This is an optimization exercise on Yosys and OpenROAD, whose aim is small area, a short achievable clock period and few clock cycles per item, not a production implementation. In this exercise RTL edits were held to simulation tests only and were not proved equivalent to the original. Power and IR drop assume default switching activity.

File: flow/design.v
localparam logic [4:0] ALU_NOP   = 5'd0;
localparam logic [4:0] ALU_PA    = 5'd1;    
localparam logic [4:0] ALU_PB    = 5'd2;    
localparam logic [4:0] ALU_ADD   = 5'd3;
localparam logic [4:0] ALU_SUB   = 5'd4;
localparam logic [4:0] ALU_AND   = 5'd5;
localparam logic [4:0] ALU_OR    = 5'd6;
localparam logic [4:0] ALU_XOR   = 5'd7;
localparam logic [4:0] ALU_NOR   = 5'd8;
localparam logic [4:0] ALU_SLT   = 5'd9;
localparam logic [4:0] ALU_SLTU  = 5'd10;
localparam logic [4:0] ALU_SLL   = 5'd11;   
localparam logic [4:0] ALU_SRL   = 5'd12;
localparam logic [4:0] ALU_SRA   = 5'd13;
localparam logic [4:0] ALU_MULT  = 5'd16;   
localparam logic [4:0] ALU_MULTU = 5'd17;
localparam logic [4:0] ALU_DIV   = 5'd18;
localparam logic [4:0] ALU_DIVU  = 5'd19;
localparam logic [4:0] ALU_MFHI  = 5'd20;
localparam logic [4:0] ALU_MFLO  = 5'd21;
localparam logic [4:0] ALU_MTHI  = 5'd22;
localparam logic [4:0] ALU_MTLO  = 5'd23;
localparam logic OPA_RS  = 1'b0;
localparam logic OPA_EXT = 1'b1;
localparam logic OPB_RT  = 1'b0;
localparam logic OPB_EXT = 1'b1;
localparam logic [1:0] FWD_NONE = 2'd0;
localparam logic [1:0] FWD_ALU  = 2'd1;     
localparam logic [1:0] FWD_MEM  = 2'd2;     
`timescale 1ns/1ps
module operand_sel (
    input  logic [1:0]       rs_fwd_i,
    input  logic [1:0]       rt_fwd_i,
    input  logic             opa_sel_i,
    input  logic             opb_sel_i,
    input  logic [32-1:0] rs_i,
    input  logic [32-1:0] rt_i,
    input  logic [32-1:0] ext_i,
    input  logic [32-1:0] fwd_alu_i,
    input  logic [32-1:0] fwd_mem_i,
    output logic [32-1:0] opa_o,
    output logic [32-1:0] opb_o,
    output logic [32-1:0] store_data_o
);
localparam logic [4:0] ALU_NOP   = 5'd0;
localparam logic [4:0] ALU_PA    = 5'd1;    
localparam logic [4:0] ALU_PB    = 5'd2;    
localparam logic [4:0] ALU_ADD   = 5'd3;
localparam logic [4:0] ALU_SUB   = 5'd4;
localparam logic [4:0] ALU_AND   = 5'd5;
localparam logic [4:0] ALU_OR    = 5'd6;
localparam logic [4:0] ALU_XOR   = 5'd7;
localparam logic [4:0] ALU_NOR   = 5'd8;
localparam logic [4:0] ALU_SLT   = 5'd9;
localparam logic [4:0] ALU_SLTU  = 5'd10;
localparam logic [4:0] ALU_SLL   = 5'd11;   
localparam logic [4:0] ALU_SRL   = 5'd12;
localparam logic [4:0] ALU_SRA   = 5'd13;
localparam logic [4:0] ALU_MULT  = 5'd16;   
localparam logic [4:0] ALU_MULTU = 5'd17;
localparam logic [4:0] ALU_DIV   = 5'd18;
localparam logic [4:0] ALU_DIVU  = 5'd19;
localparam logic [4:0] ALU_MFHI  = 5'd20;
localparam logic [4:0] ALU_MFLO  = 5'd21;
localparam logic [4:0] ALU_MTHI  = 5'd22;
localparam logic [4:0] ALU_MTLO  = 5'd23;
localparam logic OPA_RS  = 1'b0;
localparam logic OPA_EXT = 1'b1;
localparam logic OPB_RT  = 1'b0;
localparam logic OPB_EXT = 1'b1;
localparam logic [1:0] FWD_NONE = 2'd0;
localparam logic [1:0] FWD_ALU  = 2'd1;     
localparam logic [1:0] FWD_MEM  = 2'd2;     
    logic [32-1:0] rs_fresh;
    logic [32-1:0] rt_fresh;
    always_comb
    begin
        case (rs_fwd_i)
            FWD_ALU: rs_fresh = fwd_alu_i;
            FWD_MEM: rs_fresh = fwd_mem_i;
            default: rs_fresh = rs_i;        
        endcase
        case (rt_fwd_i)
            FWD_ALU: rt_fresh = fwd_alu_i;
            FWD_MEM: rt_fresh = fwd_mem_i;
            default: rt_fresh = rt_i;
        endcase
    end
    assign opa_o = (opa_sel_i == OPA_EXT) ? ext_i : rs_fresh;
    assign opb_o = (opb_sel_i == OPB_EXT) ? ext_i : rt_fresh;
    assign store_data_o = rt_fresh;
endmodule
`timescale 1ns/1ps
module int_alu (
    input  logic [4:0]       func_i,
    input  logic [32-1:0] opa_i,
    input  logic [32-1:0] opb_i,
    output logic [32-1:0] res_o
);
localparam logic [4:0] ALU_NOP   = 5'd0;
localparam logic [4:0] ALU_PA    = 5'd1;    
localparam logic [4:0] ALU_PB    = 5'd2;    
localparam logic [4:0] ALU_ADD   = 5'd3;
localparam logic [4:0] ALU_SUB   = 5'd4;
localparam logic [4:0] ALU_AND   = 5'd5;
localparam logic [4:0] ALU_OR    = 5'd6;
localparam logic [4:0] ALU_XOR   = 5'd7;
localparam logic [4:0] ALU_NOR   = 5'd8;
localparam logic [4:0] ALU_SLT   = 5'd9;
localparam logic [4:0] ALU_SLTU  = 5'd10;
localparam logic [4:0] ALU_SLL   = 5'd11;   
localparam logic [4:0] ALU_SRL   = 5'd12;
localparam logic [4:0] ALU_SRA   = 5'd13;
localparam logic [4:0] ALU_MULT  = 5'd16;   
localparam logic [4:0] ALU_MULTU = 5'd17;
localparam logic [4:0] ALU_DIV   = 5'd18;
localparam logic [4:0] ALU_DIVU  = 5'd19;
localparam logic [4:0] ALU_MFHI  = 5'd20;
localparam logic [4:0] ALU_MFLO  = 5'd21;
localparam logic [4:0] ALU_MTHI  = 5'd22;
localparam logic [4:0] ALU_MTLO  = 5'd23;
localparam logic OPA_RS  = 1'b0;
localparam logic OPA_EXT = 1'b1;
localparam logic OPB_RT  = 1'b0;
localparam logic OPB_EXT = 1'b1;
localparam logic [1:0] FWD_NONE = 2'd0;
localparam logic [1:0] FWD_ALU  = 2'd1;     
localparam logic [1:0] FWD_MEM  = 2'd2;     
    logic             sub;
    logic [32-1:0] opb_x;
    logic [32:0]   sum;
    logic             lt_s;
    logic             lt_u;
    assign sub   = (func_i == ALU_SUB) || (func_i == ALU_SLT) || (func_i == ALU_SLTU);
    assign opb_x = opb_i ^ {32{sub}};
    fast_add #(.W(32)) u_add (
        .a_i    (opa_i),
        .b_i    (opb_x),
        .cin_i  (sub),
        .sum_o  (sum[32-1:0]),
        .cout_o (sum[32])
    );
    assign lt_u  = !sum[32];                               
    assign lt_s  = (opa_i[32-1] ^ opb_i[32-1]) ? opa_i[32-1] : sum[32-1];
    logic [5-1:0] shamt;
    logic                sh_left;
    logic                sh_fill;
    logic [32-1:0]    opb_rev;
    logic [32-1:0]    sh_st [5+1];
    logic [32-1:0]    sh_out;
    logic [32-1:0]    sll_res;
    assign shamt   = opa_i[5-1:0];
    assign sh_left = (func_i == ALU_SLL);
    assign sh_fill = (func_i == ALU_SRA) && opb_i[32-1];
    always_comb
    begin
        for (int i = 0; i < 32; i++)
            opb_rev[i] = opb_i[32-1-i];
        sh_st[0] = sh_left ? opb_rev : opb_i;
        for (int s = 0; s < 5; s++)
            for (int i = 0; i < 32; i++)
                sh_st[s+1][i] = !shamt[s] ? sh_st[s][i] :
                                (i + (1 << s) < 32) ? sh_st[s][i + (1 << s)] : sh_fill;
        sh_out = sh_st[5];
        for (int i = 0; i < 32; i++)
            sll_res[i] = sh_out[32-1-i];
    end
    always_comb
    begin
        case (func_i)
            ALU_PA:   res_o = opa_i;
            ALU_PB:   res_o = opb_i;
            ALU_ADD,
            ALU_SUB:  res_o = sum[32-1:0];
            ALU_AND:  res_o = opa_i & opb_i;
            ALU_OR:   res_o = opa_i | opb_i;
            ALU_XOR:  res_o = opa_i ^ opb_i;
            ALU_NOR:  res_o = ~(opa_i | opb_i);
            ALU_SLT:  res_o = {{(32-1){1'b0}}, lt_s};
            ALU_SLTU: res_o = {{(32-1){1'b0}}, lt_u};
            ALU_SLL:  res_o = sll_res;
            ALU_SRL,
            ALU_SRA:  res_o = sh_out;
            default:  res_o = '0;    
        endcase
    end
endmodule
module fast_add #(
    parameter int W = 32
) (
    input  logic [W-1:0] a_i,
    input  logic [W-1:0] b_i,
    input  logic         cin_i,
    output logic [W-1:0] sum_o,
    output logic         cout_o
);
    localparam int L = $clog2(W);
    logic [L:0][W-1:0] gg;
    logic [L:0][W-1:0] pg;
    logic [W-1:0]      p;
    assign p     = a_i ^ b_i;
    assign gg[0] = (a_i & b_i) | {{(W-1){1'b0}}, p[0] & cin_i};
    assign pg[0] = p;
    for (genvar l = 0; l < L; l++)
    begin : g_lvl
        for (genvar i = 0; i < W; i++)
        begin : g_bit
            if (((i >> l) & 1) == 1)
            begin : g_join
                localparam int J = ((i >> l) << l) - 1;
                assign gg[l+1][i] = gg[l][i] | (pg[l][i] & gg[l][J]);
                assign pg[l+1][i] = pg[l][i] & pg[l][J];
            end
            else
            begin : g_pass
                assign gg[l+1][i] = gg[l][i];
                assign pg[l+1][i] = pg[l][i];
            end
        end
    end
    assign sum_o  = p ^ {gg[L][W-2:0], cin_i};
    assign cout_o = gg[L][W-1];
endmodule
`timescale 1ns/1ps
module hilo_muldiv (
    input  logic             clk,
    input  logic             rst,
    input  logic             start_i,
    input  logic [4:0]       func_i,
    input  logic [32-1:0] opa_i,
    input  logic [32-1:0] opb_i,
    output logic [32-1:0] hilo_o,
    output logic             busy_o
);
localparam logic [4:0] ALU_NOP   = 5'd0;
localparam logic [4:0] ALU_PA    = 5'd1;    
localparam logic [4:0] ALU_PB    = 5'd2;    
localparam logic [4:0] ALU_ADD   = 5'd3;
localparam logic [4:0] ALU_SUB   = 5'd4;
localparam logic [4:0] ALU_AND   = 5'd5;
localparam logic [4:0] ALU_OR    = 5'd6;
localparam logic [4:0] ALU_XOR   = 5'd7;
localparam logic [4:0] ALU_NOR   = 5'd8;
localparam logic [4:0] ALU_SLT   = 5'd9;
localparam logic [4:0] ALU_SLTU  = 5'd10;
localparam logic [4:0] ALU_SLL   = 5'd11;   
localparam logic [4:0] ALU_SRL   = 5'd12;
localparam logic [4:0] ALU_SRA   = 5'd13;
localparam logic [4:0] ALU_MULT  = 5'd16;   
localparam logic [4:0] ALU_MULTU = 5'd17;
localparam logic [4:0] ALU_DIV   = 5'd18;
localparam logic [4:0] ALU_DIVU  = 5'd19;
localparam logic [4:0] ALU_MFHI  = 5'd20;
localparam logic [4:0] ALU_MFLO  = 5'd21;
localparam logic [4:0] ALU_MTHI  = 5'd22;
localparam logic [4:0] ALU_MTLO  = 5'd23;
localparam logic OPA_RS  = 1'b0;
localparam logic OPA_EXT = 1'b1;
localparam logic OPB_RT  = 1'b0;
localparam logic OPB_EXT = 1'b1;
localparam logic [1:0] FWD_NONE = 2'd0;
localparam logic [1:0] FWD_ALU  = 2'd1;     
localparam logic [1:0] FWD_MEM  = 2'd2;     
    logic               busy;
    logic [3:0]         cnt;
    logic               is_mul;
    logic               sgn;         
    logic               neg_hi;      
    logic               neg_lo;
    logic [32-1:0]   hi;
    logic [32-1:0]   lo;
    logic [32:0]     md_d;        
    logic               div_cin;     
    logic               md_op;
    logic               op_mul;
    logic               op_signed;
    logic               a_neg;
    logic               b_neg;
    logic [32-1:0]   a_load;
    logic [32-1:0]   b_load;
    assign md_op     = (func_i == ALU_MULT) || (func_i == ALU_MULTU) ||
                       (func_i == ALU_DIV)  || (func_i == ALU_DIVU);
    assign op_mul    = (func_i == ALU_MULT) || (func_i == ALU_MULTU);
    assign op_signed = (func_i == ALU_MULT) || (func_i == ALU_DIV);
    assign a_neg     = (func_i == ALU_DIV) && opa_i[32-1];
    assign b_neg     = (func_i == ALU_DIV) && opb_i[32-1];
    assign b_load    = op_mul ? opb_i : (b_neg ? opb_i : ~opb_i);
    logic               mul_last;
    logic               mul_cor;     
    logic [3:0]         bth_neg;
    logic [34:0]        bth_pp [4];
    logic [39:0]        mul_op [6];
    logic [39:0]        csa_s1, csa_c1, csa_s2, csa_c2, csa_s3, csa_c3, csa_s4, csa_c4;
    logic [39:0]        mul_sum;
    assign mul_last = (cnt[1:0] == 2'd3);
    logic [3:0]         bd_one;
    logic [3:0]         bd_two;
    logic [3:0]         bd_neg;
    logic [8:0]         bd_next;
    logic [3:0]         bd_one_d;
    logic [3:0]         bd_two_d;
    logic [3:0]         bd_neg_d;
    assign bd_next = busy ? {lo[15:8], lo[7]} : {opa_i[7:0], 1'b0};
    always_comb
    begin
        for (int i = 0; i < 4; i++)
        begin
            bd_one_d[i] = bd_next[2*i] ^ bd_next[2*i+1];
            bd_two_d[i] = (bd_next[2*i+2] && !bd_next[2*i+1] && !bd_next[2*i]) ||
                          (!bd_next[2*i+2] && bd_next[2*i+1] && bd_next[2*i]);
            bd_neg_d[i] = bd_next[2*i+2] && !(bd_next[2*i+1] && bd_next[2*i]);
        end
    end
    always_comb
    begin
        for (int i = 0; i < 4; i++)
        begin
            bth_neg[i] = bd_neg[i];
            bth_pp[i]  = (({35{bd_one[i]}} & {md_d[32], md_d[32], md_d}) |
                          ({35{bd_two[i]}} & {md_d[32], md_d, 1'b0})) ^ {35{bd_neg[i]}};
        end
    end
    assign mul_op[0] = {{8{hi[32-1]}}, hi};
    assign mul_op[1] = {{5{bth_pp[0][34]}}, bth_pp[0]};
    assign mul_op[2] = {{3{bth_pp[1][34]}}, bth_pp[1], 1'b0, bth_neg[0]};
    assign mul_op[3] = {bth_pp[2][34], bth_pp[2], 1'b0, bth_neg[1], 2'b0};
    assign mul_op[4] = {bth_pp[3][33:0], 1'b0, bth_neg[2], 4'b0};
    assign mul_op[5] = {(mul_cor ? md_d[32-1:0] : 32'd0),
                        1'b0, bth_neg[3], 6'b0};
    assign csa_s1 = mul_op[0] ^ mul_op[1] ^ mul_op[2];
    assign csa_c1 = {(mul_op[0][38:0] & mul_op[1][38:0]) | (mul_op[0][38:0] & mul_op[2][38:0]) |
                     (mul_op[1][38:0] & mul_op[2][38:0]), 1'b0};
    assign csa_s2 = mul_op[3] ^ mul_op[4] ^ mul_op[5];
    assign csa_c2 = {(mul_op[3][38:0] & mul_op[4][38:0]) | (mul_op[3][38:0] & mul_op[5][38:0]) |
                     (mul_op[4][38:0] & mul_op[5][38:0]), 1'b0};
    assign csa_s3 = csa_s1 ^ csa_c1 ^ csa_s2;
    assign csa_c3 = {(csa_s1[38:0] & csa_c1[38:0]) | (csa_s1[38:0] & csa_s2[38:0]) |
                     (csa_c1[38:0] & csa_s2[38:0]), 1'b0};
    assign csa_s4 = csa_s3 ^ csa_c3 ^ csa_c2;
    assign csa_c4 = {(csa_s3[38:0] & csa_c3[38:0]) | (csa_s3[38:0] & csa_c2[38:0]) |
                     (csa_c3[38:0] & csa_c2[38:0]), 1'b0};
    fast_add #(.W(40)) u_mul_add (
        .a_i    (csa_s4),
        .b_i    (csa_c4),
        .cin_i  (1'b0),
        .sum_o  (mul_sum),
        .cout_o ()
    );
    logic [32:0]     div_sh1;
    logic [32:0]     div_df1;
    logic [32-1:0]   div_r1;
    logic [32:0]     div_sh2;
    logic [32:0]     div_df2;
    logic [32-1:0]   div_r2;
    logic               div_ok1;     
    logic               div_ok2;
    assign div_sh1 = {hi, lo[32-1]};
    fast_add #(.W(32+1)) u_div_sub1 (
        .a_i    (div_sh1),
        .b_i    (md_d),
        .cin_i  (div_cin),
        .sum_o  (div_df1[32:0]),
        .cout_o (div_ok1)
    );
    assign div_r1  = div_ok1 ? div_df1[32-1:0] : div_sh1[32-1:0];
    assign div_sh2 = {div_r1, lo[32-2]};
    fast_add #(.W(32+1)) u_div_sub2 (
        .a_i    (div_sh2),
        .b_i    (md_d),
        .cin_i  (div_cin),
        .sum_o  (div_df2[32:0]),
        .cout_o (div_ok2)
    );
    assign div_r2  = div_ok2 ? div_df2[32-1:0] : div_sh2[32-1:0];
    logic               div_skip;
    assign div_skip = (cnt == 4'd0) && !(div_cin && md_d[32-1:0] == '1) && (lo[32-1:24] == '0);
    always_ff @(posedge clk)
    begin
        if (!busy && start_i && md_op)
        begin
            md_d   <= {op_mul ? (op_signed && opb_i[32-1]) : 1'b1, b_load};
            div_cin <= !b_neg;
            is_mul <= op_mul;
            sgn    <= op_signed;
        end
    end
    always_ff @(posedge clk)
    begin
        mul_cor <= busy && (cnt[1:0] == 2'd2) && !sgn && lo[15];
    end
    always_ff @(posedge clk)
    begin
        bd_one <= bd_one_d;
        bd_two <= bd_two_d;
        bd_neg <= bd_neg_d;
    end
    always_ff @(posedge clk)
    begin
        if (!rst)
        begin
            busy   <= 1'b0;
            cnt    <= '0;
            hi     <= '0;
            lo     <= '0;
            neg_hi <= 1'b0;
            neg_lo <= 1'b0;
        end
        else if (busy)
        begin
            cnt <= cnt + 1'b1;
            if (is_mul)
            begin
                hi <= mul_sum[39:8];
                lo <= {mul_sum[7:0], lo[32-1:8]};
                if (mul_last)
                    busy <= 1'b0;
            end
            else if (div_skip)
            begin
                if (lo[32-1:8] == '0)
                begin
                    lo  <= {lo[7:0], 24'd0};
                    cnt <= 4'd12;
                end
                else if (lo[32-1:16] == '0)
                begin
                    lo  <= {lo[15:0], 16'd0};
                    cnt <= 4'd8;
                end
                else
                begin
                    lo  <= {lo[23:0], 8'd0};
                    cnt <= 4'd4;
                end
            end
            else
            begin
                hi <= div_r2;
                lo <= {lo[32-3:0], div_ok1, div_ok2};
                if (cnt == 4'd15)
                    busy <= 1'b0;
            end
        end
        else if (start_i)
        begin
            if (md_op)
            begin
                busy   <= 1'b1;
                cnt    <= '0;
                hi     <= '0;
                lo     <= a_load;
                neg_hi <= a_neg;              
                neg_lo <= a_neg ^ b_neg;
            end
            else if (func_i == ALU_MTHI)
            begin
                hi     <= opa_i;
                neg_hi <= 1'b0;
            end
            else if (func_i == ALU_MTLO)
            begin
                lo     <= opa_i;
                neg_lo <= 1'b0;
            end
        end
    end
    logic               rd_op;
    logic               rd_hi;
    logic [32-1:0]   ng_src;
    logic               ng_en;
    logic [32-1:0]   ng_res;
    assign rd_op  = (func_i == ALU_MFHI) || (func_i == ALU_MFLO);
    assign rd_hi  = (func_i == ALU_MFHI);
    assign ng_src = !rd_op ? opa_i  : (rd_hi ? hi : lo);
    assign ng_en  = !rd_op ? a_neg  : (rd_hi ? neg_hi : neg_lo);
    assign ng_res = ng_en ? -ng_src : ng_src;
    assign a_load = ng_res;
    assign hilo_o = ng_res;
    assign busy_o = busy;
endmodule
`timescale 1ns/1ps
module exec_stage (
    input  logic             clk,
    input  logic             rst,            
    input  logic             req_valid,
    input  logic [4:0]       req_func,
    input  logic             req_opa_sel,
    input  logic             req_opb_sel,
    input  logic [1:0]       req_rs_fwd,
    input  logic [1:0]       req_rt_fwd,
    input  logic [32-1:0] req_rs,         
    input  logic [32-1:0] req_rt,
    input  logic [32-1:0] req_ext,        
    input  logic [32-1:0] fwd_alu_res,
    input  logic [32-1:0] fwd_mem_res,
    output logic             rsp_valid,
    output logic [32-1:0] rsp_result,
    output logic [32-1:0] store_data_o,
    output logic             md_busy_o
);
localparam logic [4:0] ALU_NOP   = 5'd0;
localparam logic [4:0] ALU_PA    = 5'd1;    
localparam logic [4:0] ALU_PB    = 5'd2;    
localparam logic [4:0] ALU_ADD   = 5'd3;
localparam logic [4:0] ALU_SUB   = 5'd4;
localparam logic [4:0] ALU_AND   = 5'd5;
localparam logic [4:0] ALU_OR    = 5'd6;
localparam logic [4:0] ALU_XOR   = 5'd7;
localparam logic [4:0] ALU_NOR   = 5'd8;
localparam logic [4:0] ALU_SLT   = 5'd9;
localparam logic [4:0] ALU_SLTU  = 5'd10;
localparam logic [4:0] ALU_SLL   = 5'd11;   
localparam logic [4:0] ALU_SRL   = 5'd12;
localparam logic [4:0] ALU_SRA   = 5'd13;
localparam logic [4:0] ALU_MULT  = 5'd16;   
localparam logic [4:0] ALU_MULTU = 5'd17;
localparam logic [4:0] ALU_DIV   = 5'd18;
localparam logic [4:0] ALU_DIVU  = 5'd19;
localparam logic [4:0] ALU_MFHI  = 5'd20;
localparam logic [4:0] ALU_MFLO  = 5'd21;
localparam logic [4:0] ALU_MTHI  = 5'd22;
localparam logic [4:0] ALU_MTLO  = 5'd23;
localparam logic OPA_RS  = 1'b0;
localparam logic OPA_EXT = 1'b1;
localparam logic OPB_RT  = 1'b0;
localparam logic OPB_EXT = 1'b1;
localparam logic [1:0] FWD_NONE = 2'd0;
localparam logic [1:0] FWD_ALU  = 2'd1;     
localparam logic [1:0] FWD_MEM  = 2'd2;     
    logic [32-1:0] opa;
    logic [32-1:0] opb;
    logic [32-1:0] alu_res;
    logic [32-1:0] hilo_res;
    logic [32-1:0] res_d;
    logic             hilo_wr;      
    logic             md_start;
    assign hilo_wr  = (req_func == ALU_MULT) || (req_func == ALU_MULTU) ||
                      (req_func == ALU_DIV)  || (req_func == ALU_DIVU)  ||
                      (req_func == ALU_MTHI) || (req_func == ALU_MTLO);
    assign md_start = req_valid && hilo_wr;
    operand_sel u_operand_sel (
        .rs_fwd_i     (req_rs_fwd),
        .rt_fwd_i     (req_rt_fwd),
        .opa_sel_i    (req_opa_sel),
        .opb_sel_i    (req_opb_sel),
        .rs_i         (req_rs),
        .rt_i         (req_rt),
        .ext_i        (req_ext),
        .fwd_alu_i    (fwd_alu_res),
        .fwd_mem_i    (fwd_mem_res),
        .opa_o        (opa),
        .opb_o        (opb),
        .store_data_o (store_data_o)
    );
    int_alu u_int_alu (
        .func_i (req_func),
        .opa_i  (opa),
        .opb_i  (opb),
        .res_o  (alu_res)
    );
    hilo_muldiv u_hilo_muldiv (
        .clk     (clk),
        .rst     (rst),
        .start_i (md_start),
        .func_i  (req_func),
        .opa_i   (opa),
        .opb_i   (opb),
        .hilo_o  (hilo_res),
        .busy_o  (md_busy_o)
    );
    assign res_d = ((req_func == ALU_MFHI) || (req_func == ALU_MFLO)) ? hilo_res : alu_res;
    always_ff @(posedge clk)
    begin
        if (!rst)
            rsp_valid <= 1'b0;
        else
            rsp_valid <= req_valid && !hilo_wr;   
    end
    always_ff @(posedge clk)
    begin
        rsp_result <= res_d;
    end
endmodule
File: flow/flow/run.sh
#!/bin/bash
set -o pipefail
cp standard.sh standard_sh_copy.log
export BUFFER_PORTS_ARGS="-buffer_cell sky130_fd_sc_hd__buf_2"
bash standard.sh > standard.log 2>&1
File: flow/standard.sh
#!/bin/bash
# synth_recipe.tcl (not shown) runs the flow's synth.tcl, then flattens the netlist and writes it again
# the make line also repeats each setting of config.mk as NAME=value (left out here)
make -C /OpenROAD-flow-scripts/flow DESIGN_CONFIG=/design/flow/config.mk WORK_HOME=/design/flow/orfs CLKGATE_MAP_FILE= SYNTH_SCRIPT=/design/flow/synth_recipe.tcl "${@:-finish}"
File: flow/config.mk
export PLATFORM = sky130hd
export DESIGN_NAME = exec_stage
export DESIGN_NICKNAME = exec_stage
export VERILOG_FILES = /design/flow/design.v
export SDC_FILE = /design/flow/constraint.sdc
export NUM_CORES = 4
export LEC_CHECK = 0
export ABC_AREA = 1
export CAP_MARGIN = 20
export CORE_MARGIN = 2
export CORE_UTILIZATION = 40
export SLEW_MARGIN = 20
File: flow/constraint.sdc
create_clock -name core_clock -period 6.5 [get_ports {clk}]
set_input_delay 1.3000 -clock core_clock [delete_from_list [all_inputs] [get_ports {clk}]]
set_output_delay 1.3000 -clock core_clock [all_outputs]
set_load 0.01 [all_outputs]
==> impl_metrics.toml <==
[run_status]
outcome = "no timing/DRC/antenna violations"

[critical_path]
critPathCaptureType = "flip-flop"
r2r_cells = 20
worstPathMaxFanout = 9
crit_path_max_incr_delay_ns = 0.62
crit_chain = "clkinv_1 > o22ai_1 > xor2_1 > fa_1 > fa_1 > inv_1 > fa_1 > inv_1 > ha_1 > inv_1 > nor3_1 > nand2_1 > inv_1 > nand3_1 > nand2_1 > fa_1 > nor2_1 > nor2_1 > nand2_1 > a21oi_1"
setup.worst_path.start_class = "flip-flop"
cp.required_ns = 6.87
crit_arrival_ns = 6.20
cpMaxStageDelayCell = "edfxtp_1"
critical_path_buf_inv_count = 5
path_delay_family = "adder cells"
critical_path_depth = 20
path_class = "flip-flop to flip-flop"

[timing]
min_period_ns = 5.83
maxSlewHeadroom = 0.313
worstMarginPinSlew_ns = 1.02
rsz0062_at_grt = "false"
period_share = 0.896
max_freq_mhz = 172
finalClockSkew_ns = 0.0199
finalMaxSlewViolations = 0
setup_viol = 0
hold_viol_final = 0
setup_slack_ns = 0.673
fin_tns_setup_ns = 0

[routing]
drtPass1Iterations = 6
drc_errors = 0
ant_nets = 0
viasPerCell = 5.81
first_iter_violations = 4158
vias = 34700
wl_per_cell_um = 22.4
wirelength_um = 134000

[logic_synthesis]
synth-async-reset-ratio = 0
synth_ff_type = "dfxtp_1"
synth-edff-count = 36
yosys_warnings = 7
syn_area_per_cell_um2 = 6.18
ys_ff_latch = 153
synthCells = 4882
yosys.cell_types.count = 60
syn_nets = 5424
syn_area_um2 = 30200
synth_seq_area_share = 0.114

[floorplanning]
core_area_um2 = 74600
die_area_um2 = 77600
num_rows = 100
start_util = 0.404
die_h_um = 279
dieWidth_um = 279
ios = 240

[cells_and_area]
regArea_um2 = 3430
design_area_um2 = 32800
finish.utilization = 0.440
layout.nets = 5533
n_fill_cell = 8171
multi_input_area_um2 = 23000
syn_to_final_growth_pct = 8.90
drive_gt1_frac = 0.0955

[clocking]
holdBufCountCts = 0
cts_tree = "done"
cts_buffer_depth = 2
clock_sinks = 153
cts.htree.levels = 4
cts-root-buf = "clkbuf_16"
cts_setup_buffers = 0
numCtsBuffers = 17
clk_pin_slew_ns = 0.09
clk_latency_ns = 0.50
postCtsResizedCells = 0

[grt]
grt_max_degree = 57
grt_use_total = 0.337
grt_pass1_wl_um = 201000
grt.overflow.total = 0
grt_pass1_vias = 32200
antenna_found_initial = 3

[power_and_ir_drop]
ir_drop_mv = 0.299
leakagePower_uw = 0.0171
power.density_nw_per_um2 = 370

[min_path]
worst_hold_path.num_cells = 1
hold_class = "flip-flop to flip-flop"

[placement]
place_area_um2 = 32200
dp_hpwl_um = 107000
pre_cts_ws_ns = 0.691
gp_routability_congestion = 1.03
portBuffers = 239

[job]
max_cap_violations = 0
-- Yosys cell counts, types with 26 or more instances --
master,instances,share of area
clkinv_1,26,0.0032
nor2_1,218,0.027
o211ai_1,33,0.0082
inv_1,674,0.084
fa_1,155,0.10
xor2_1,230,0.067
o22ai_1,140,0.029
dfxtp_1,117,0.078
nand4_1,36,0.0075
nand3_1,726,0.12
a221oi_1,37,0.011
ha_1,213,0.088
edfxtp_1,36,0.036
xnor2_1,29,0.0084
buf_1,28,0.0035
a21oi_1,279,0.046
nand2_1,1224,0.15
o21ai_0,199,0.033
or2_2,34,0.0071
buf_2,48,0.0080
clkbuf_1,152,0.019
-- through the flow --
stage	cells	total power [µW]	hold slack [ns]
finish	5976	12200	0.453
floorplan	4882	8200	0.390
global route	5975	13500	0.459
CTS	5973	12100	0.444
detailed placement	5941	10900	0.430
global placement	5941	10900	0.441
-- sequential cells by signal (all words and copies together), names as in the netlist --
| register | cells |
|---|---|
| u_hilo_muldiv.md_d | 33 |
| rsp_result | 32 |
| u_hilo_muldiv.hi | 32 |
| u_hilo_muldiv.lo | 32 |
| u_hilo_muldiv.bd_neg | 4 |
| u_hilo_muldiv.bd_one | 4 |
| u_hilo_muldiv.bd_two | 4 |
| u_hilo_muldiv.cnt | 4 |
| rsp_valid | 1 |
| u_hilo_muldiv.busy | 1 |
| u_hilo_muldiv.div_cin | 1 |
| u_hilo_muldiv.is_mul | 1 |
| u_hilo_muldiv.mul_cor | 1 |
| u_hilo_muldiv.neg_hi | 1 |
| u_hilo_muldiv.neg_lo | 1 |
| u_hilo_muldiv.sgn | 1 |
-- worst paths after layout --
path / start / end / slack, ns
worst min-delay path: u_hilo_muldiv.sgn / u_hilo_muldiv.mul_cor / 0.45
worst max-delay path: u_hilo_muldiv.md_d[14] / u_hilo_muldiv.hi[24] / 0.67
worst max register to register: u_hilo_muldiv.md_d[14] / u_hilo_muldiv.hi[24] / 0.67
worst min register to register: u_hilo_muldiv.sgn / u_hilo_muldiv.mul_cor / 0.45
-- cell type report --
cell class	count	share of cell area
clock inverters	15	0.00514
diodes	3	0.000229
clock buffers	17	0.0130
repair buffers	336	0.0586
multi-input cells	3766	0.700
inverters	717	0.0821
well taps	969	0.0369
flip-flops and latches	153	0.104
-- power breakdown --
group / switching [µW] / total, µW / internal (µW)
registers: 92.5 / 1140 / 1050
clock network: 533 / 1080 / 550
logic: 6420 / 9920 / 3500
-- layer usage --
metal	track usage	wire (µm)	up-vias
met5	0	0	-
met2	0.524	58000	1800
met3	0.0493	11900	304
li1	-	-	16300
met1	0.454	55900	16300
met4	0.171	7820	0
-- kinds of logic (layout without fill, tap and decap cells) --
group | Yosys count | in the layout | share of synthesized area
xor gates and xnor gates | 260 | 260 | 0.0758
and+or+nand+nor | 2320 | 2320 | 0.332
DFF | 153 | 153 | 0.114
AOI/OAI and AO/OA | 818 | 818 | 0.162
other | 0 | 3 | 0
buffers and inverters | 963 | 1085 | 0.126
adders and majority gates | 368 | 368 | 0.191
-- layout by cell type, fill, tap and decap left out, types with 8 or more instances in the layout --
| master | netlist | layout |
|---|---|---|
| o21bai_1 | 12 | 12 |
| inv_1 | 674 | 672 |
| ha_1 | 213 | 213 |
| nor2_1 | 218 | 217 |
| nand2_2 | 7 | 9 |
| nand3_1 | 726 | 726 |
| o2111ai_1 | 10 | 10 |
| o21ai_0 | 199 | 199 |
| a221oi_1 | 37 | 37 |
| edfxtp_1 | 36 | 36 |
| buf_4 | 9 | 97 |
| buf_2 | 48 | 239 |
| clkbuf_16 | 0 | 17 |
| nand3b_1 | 12 | 12 |
| a31oi_1 | 13 | 13 |
| a21oi_1 | 279 | 279 |
| o21ai_2 | 9 | 9 |
| dfxtp_1 | 117 | 114 |
| nor3_1 | 25 | 23 |
| xnor2_1 | 29 | 29 |
| nor2_2 | 10 | 11 |
| clkinv_1 | 26 | 26 |
| or2_2 | 34 | 34 |
| nand2_1 | 1224 | 1222 |
| and2_1 | 9 | 9 |
| fa_1 | 155 | 155 |
| o221ai_1 | 19 | 19 |
| xor2_1 | 230 | 230 |
| nand4_1 | 36 | 36 |
| inv_2 | 15 | 17 |
| o22ai_1 | 140 | 140 |
| o211ai_1 | 33 | 33 |
| a21o_1 | 15 | 15 |
| a21boi_0 | 8 | 8 |
| o21ai_1 | 14 | 13 |
Testbench counts, summed over its fixed seeds: cycles 44,261, items 24,016.

## re-timing with driven ports
In the flow no input, the clock included, has a driving cell. The finished layout below was timed again as built, in two steps. Step 1, drivers: a clkbuf_16 drives clk and a buf_2 each remaining input, both assumed. Step 2 also shifts input and output timing later by t, the mid clock arrival at the registers, as if the neighbouring blocks saw the same clock. Slacks: ideal ports / drivers / drivers and shift; pairs: ideal ports / drivers.
shift t [ns]: 0.548
setup slack, ns: 0.673 / 0.673 / 0.642
clock arrival spread, ns: 0.020 / 0.020
slew at the worst register clock pin (ns): 0.09 / 0.09
After both steps this run still meets setup and hold. The setup slack of this run moves by 0.000 ns with the drivers and by -0.031 ns with both steps.
